Context: an optimization exercise on an open-source flow, tuned for small area. The choices shown serve that exercise and are no tape-out recipe.
Function was checked by simulation only, so behaviour that the tests miss may differ from the original.
Power and IR drop assume default switching activity.

v12:
Design stick_top, start of the top module:
module stick_top #(
	parameter int NUM_CH   = 4,
	parameter int SYNC_BIT = 11
) (
	input  logic                     i_sysclk,
	input  logic                     i_phy_rst_n,
	input  logic                     i_cmd_valid,
	input  logic [31:0]              i_cmd,		 
	input  logic [NUM_CH*12-1:0]     i_adc,
	output logic                     o_msync_n,
	output logic [2:0]               o_hpwon,
	output logic [NUM_CH-1:0]        o_pdwn,
	output logic [NUM_CH-1:0]        o_phase_a,
	output logic [NUM_CH-1:0]        o_phase_b_n,
	output logic [NUM_CH-1:0]        o_phase_c,
	output logic [NUM_CH-1:0]        o_phase_d_n,
	output logic [NUM_CH-1:0]        o_nenz,
	output logic [NUM_CH-1:0]        o_acq_valid,
	output logic [NUM_CH-1:0]        o_acq_cmpl,
	output logic [NUM_CH-1:0]        o_en,
	output logic [NUM_CH-1:0]        o_doffs,
	output logic [NUM_CH-1:0]        o_soffs_n,
	output logic [NUM_CH*20-1:0]     o_acq_word	 
);
	logic [NUM_CH*85-1:0] cfg;		 
	logic                 sync_on;
	logic                 sync_stb;	 
	cmd_regs #(
		.NUM_CH(NUM_CH)
	) u_cmd_regs (
		.i_sysclk    (i_sysclk),
		.i_phy_rst_n (i_phy_rst_n),
		.i_cmd_valid (i_cmd_valid),
		.i_cmd       (i_cmd),
		.o_sync_on   (sync_on),
		.o_cfg       (cfg),
		.o_pdwn      (o_pdwn),
		.o_hv        (o_hpwon)
	);
	sync_gen #(
		.SYNC_BIT(SYNC_BIT)
	) u_sync_gen (
  ...
clock: 6.0 ns
lec_check: 0
cap_margin: 20
core_margin: 2
core_utilization: 40
cts_cluster_diameter: 70
cts_cluster_size: 30
slew_margin: 20
standard.sh (not shown) runs the stock make flow with config.mk's settings and CLKGATE_MAP_FILE= SYNTH_SCRIPT=/design/flow/synth_recipe.tcl, a recipe that flattens the netlist after the stock synthesis.
==> flow/flow/run.sh <==
#!/bin/bash
# The standard layout, with each port buffered by the smallest buffer
# (sky130_fd_sc_hd__buf_1) in place of the delay buffer buffer_ports picks
# on its own. make's full output goes to finish.log in this folder; the tools'
# own logs are under orfs/logs/.
set -euo pipefail
bash standard.sh finish "BUFFER_PORTS_ARGS=-buffer_cell sky130_fd_sc_hd__buf_1" > finish.log 2>&1
Input-level comparison between v18 and v12:
# v12
export LEC_CHECK = 0
export CAP_MARGIN = 20
export CORE_MARGIN = 2
export CORE_UTILIZATION = 40
export CTS_CLUSTER_DIAMETER = 70
export CTS_CLUSTER_SIZE = 30
export SLEW_MARGIN = 20
create_clock -name core_clock -period 6.0 [get_ports {i_sysclk}]
# v18
export LEC_CHECK = 0
export CAP_MARGIN = 20
export CORE_MARGIN = 2
export CORE_UTILIZATION = 50
export CTS_BUF_LIST = sky130_fd_sc_hd__clkbuf_8
export CTS_CLUSTER_DIAMETER = 60
export CTS_CLUSTER_SIZE = 16
export SLEW_MARGIN = 20
create_clock -name core_clock -period 6.0 [get_ports {i_sysclk}]
[summary]
v18: flow completed, timing, DRC and antenna clean
v12 → v18: global-route track usage on met2 went up 4.1 points, power share of the clock group -4.0 points, power shows a reduction of 5.5%, wire length of the first global-routing pass went down.
Fraction of area in registers: lower on v12
Pin count of the biggest net entering global routing, v12 and v18: lower on v18
Relative to v12, die area decreased by 14,000 um^2 in v18.
The higher worst-margin pin slew came out of v12.
Summary of the comparison: initial antenna violation count is higher in v18, relative to v12.
### v18 -> v8
# v18
export LEC_CHECK = 0
export CAP_MARGIN = 20
export CORE_MARGIN = 2
export CORE_UTILIZATION = 50
export CTS_BUF_LIST = sky130_fd_sc_hd__clkbuf_8
export CTS_CLUSTER_DIAMETER = 60
export CTS_CLUSTER_SIZE = 16
export SLEW_MARGIN = 20
create_clock -name core_clock -period 6.0 [get_ports {i_sysclk}]
# v8
export LEC_CHECK = 0
export CAP_MARGIN = 20
export CORE_MARGIN = 2
export CORE_UTILIZATION = 65
export CTS_CLUSTER_DIAMETER = 60
export CTS_CLUSTER_SIZE = 25
export PLACE_DENSITY = 0.75
export SLEW_MARGIN = 20
create_clock -name core_clock -period 6.0 [get_ports {i_sysclk}]
==> flow/run.sh (new file) <==
#!/bin/bash
# synth_recipe.tcl (not shown) runs the flow's synth.tcl, then flattens the netlist and writes it again
# the make line also repeats each setting of config.mk as NAME=value (left out here)
make -C /OpenROAD-flow-scripts/flow DESIGN_CONFIG=/design/flow/config.mk WORK_HOME=/design/flow/orfs CLKGATE_MAP_FILE= SYNTH_SCRIPT=/design/flow/synth_recipe.tcl finish
removed: flow/flow/run.sh
removed: flow/standard.sh
Results
v18 closes out successfully: all stages finished, all timing, DRC and antenna checks passed.
Both conditions hold for v8: the flow ran to the end and the final layout passed the timing, DRC and antenna checks.
Total power in v8 is 9.3% above v18.
v8 vs v18 — clock-buffer cell count dropped by more than 10%
From v18 to v8 the numbers moved as follows: timing-limited maximum frequency essentially unchanged, met1 capacity usage during global routing increased 9.3 points, post-cts repair resize count up 4, portion of the clock cycle consumed by the worst path in the final layout grew by 0.21 points.
v8: routed wire length is about 0.7% higher than what v18 reported.
v8: placeable core area lower than v18
Going from v18 to v8, post-route cell area saw an increase; required arrival time at the worst endpoint went up.
The area overhead of the layout relative to synthesis of v8 exceeds that of v18 by 6.3 points.

========
Another version of the RTL of stick_top (not shown whole).
For scale: roughly 2300 cells after synthesis, ~660 flip-flops, roughly 210 I/O pins.
clock: 6.0 ns
lec_check: 0
cap_margin: 20
core_margin: 2
core_utilization: 40
cts_cluster_diameter: 60
cts_cluster_size: 30
slew_margin: 20
run.sh (not shown) runs the stock make flow with config.mk's settings and CLKGATE_MAP_FILE= SYNTH_SCRIPT=/design/flow/synth_recipe.tcl, a recipe that flattens the netlist after the stock synthesis.
Stock flow here: none of the scripts above is used.
==> next run, changes <==
CTS_CLUSTER_DIAMETER = 40   (was 60)
CTS_CLUSTER_SIZE = 32   (was 30)
Outcome: The changed run completed without violations. Setup slack improves by 0.024 ns. Wire length went up by 1.5%. Utilization grows by 2.3 points. Fmax climbs by 0.43%. Total power rises by 16%. Via count grows by 2.1%.

==> re-timing with driven ports <==
In the flow no input, the clock included, has a driving cell. The finished layouts below were timed again as built, in two steps. Step 1: set_driving_cell puts a clkbuf_16 on i_sysclk and a buf_2 on each other input, an assumption about the parent block. Step 2, shift: input delay + t, output delay - t, t = (earliest + latest rising clock arrival at the registers) / 2. This alone moves slack from input paths to output paths. a / b / c = no drivers / after step 1 / after step 2; a / b = the first two.
run | shift t [ns] | setup slack, ns | worst setup path at the end
v12 | 0.641 | 0.262 / 0.295 / -0.346 | input to register
v18 | 0.720 | 0.270 / 0.309 / -0.411 | input to register
v8 | 0.633 | 0.257 / 0.277 / -0.341 | input to register
the first run of note 2 | 0.676 | 0.290 / 0.322 / -0.344 | input to register
the second run of note 2 | 0.697 | 0.315 / 0.323 / -0.336 | input to register
With both steps, setup timing fails in every run listed, where it was met with ideal ports. The setup slack of v18, which loses most, moves by +0.039 ns with the drivers and by -0.681 ns with both steps.
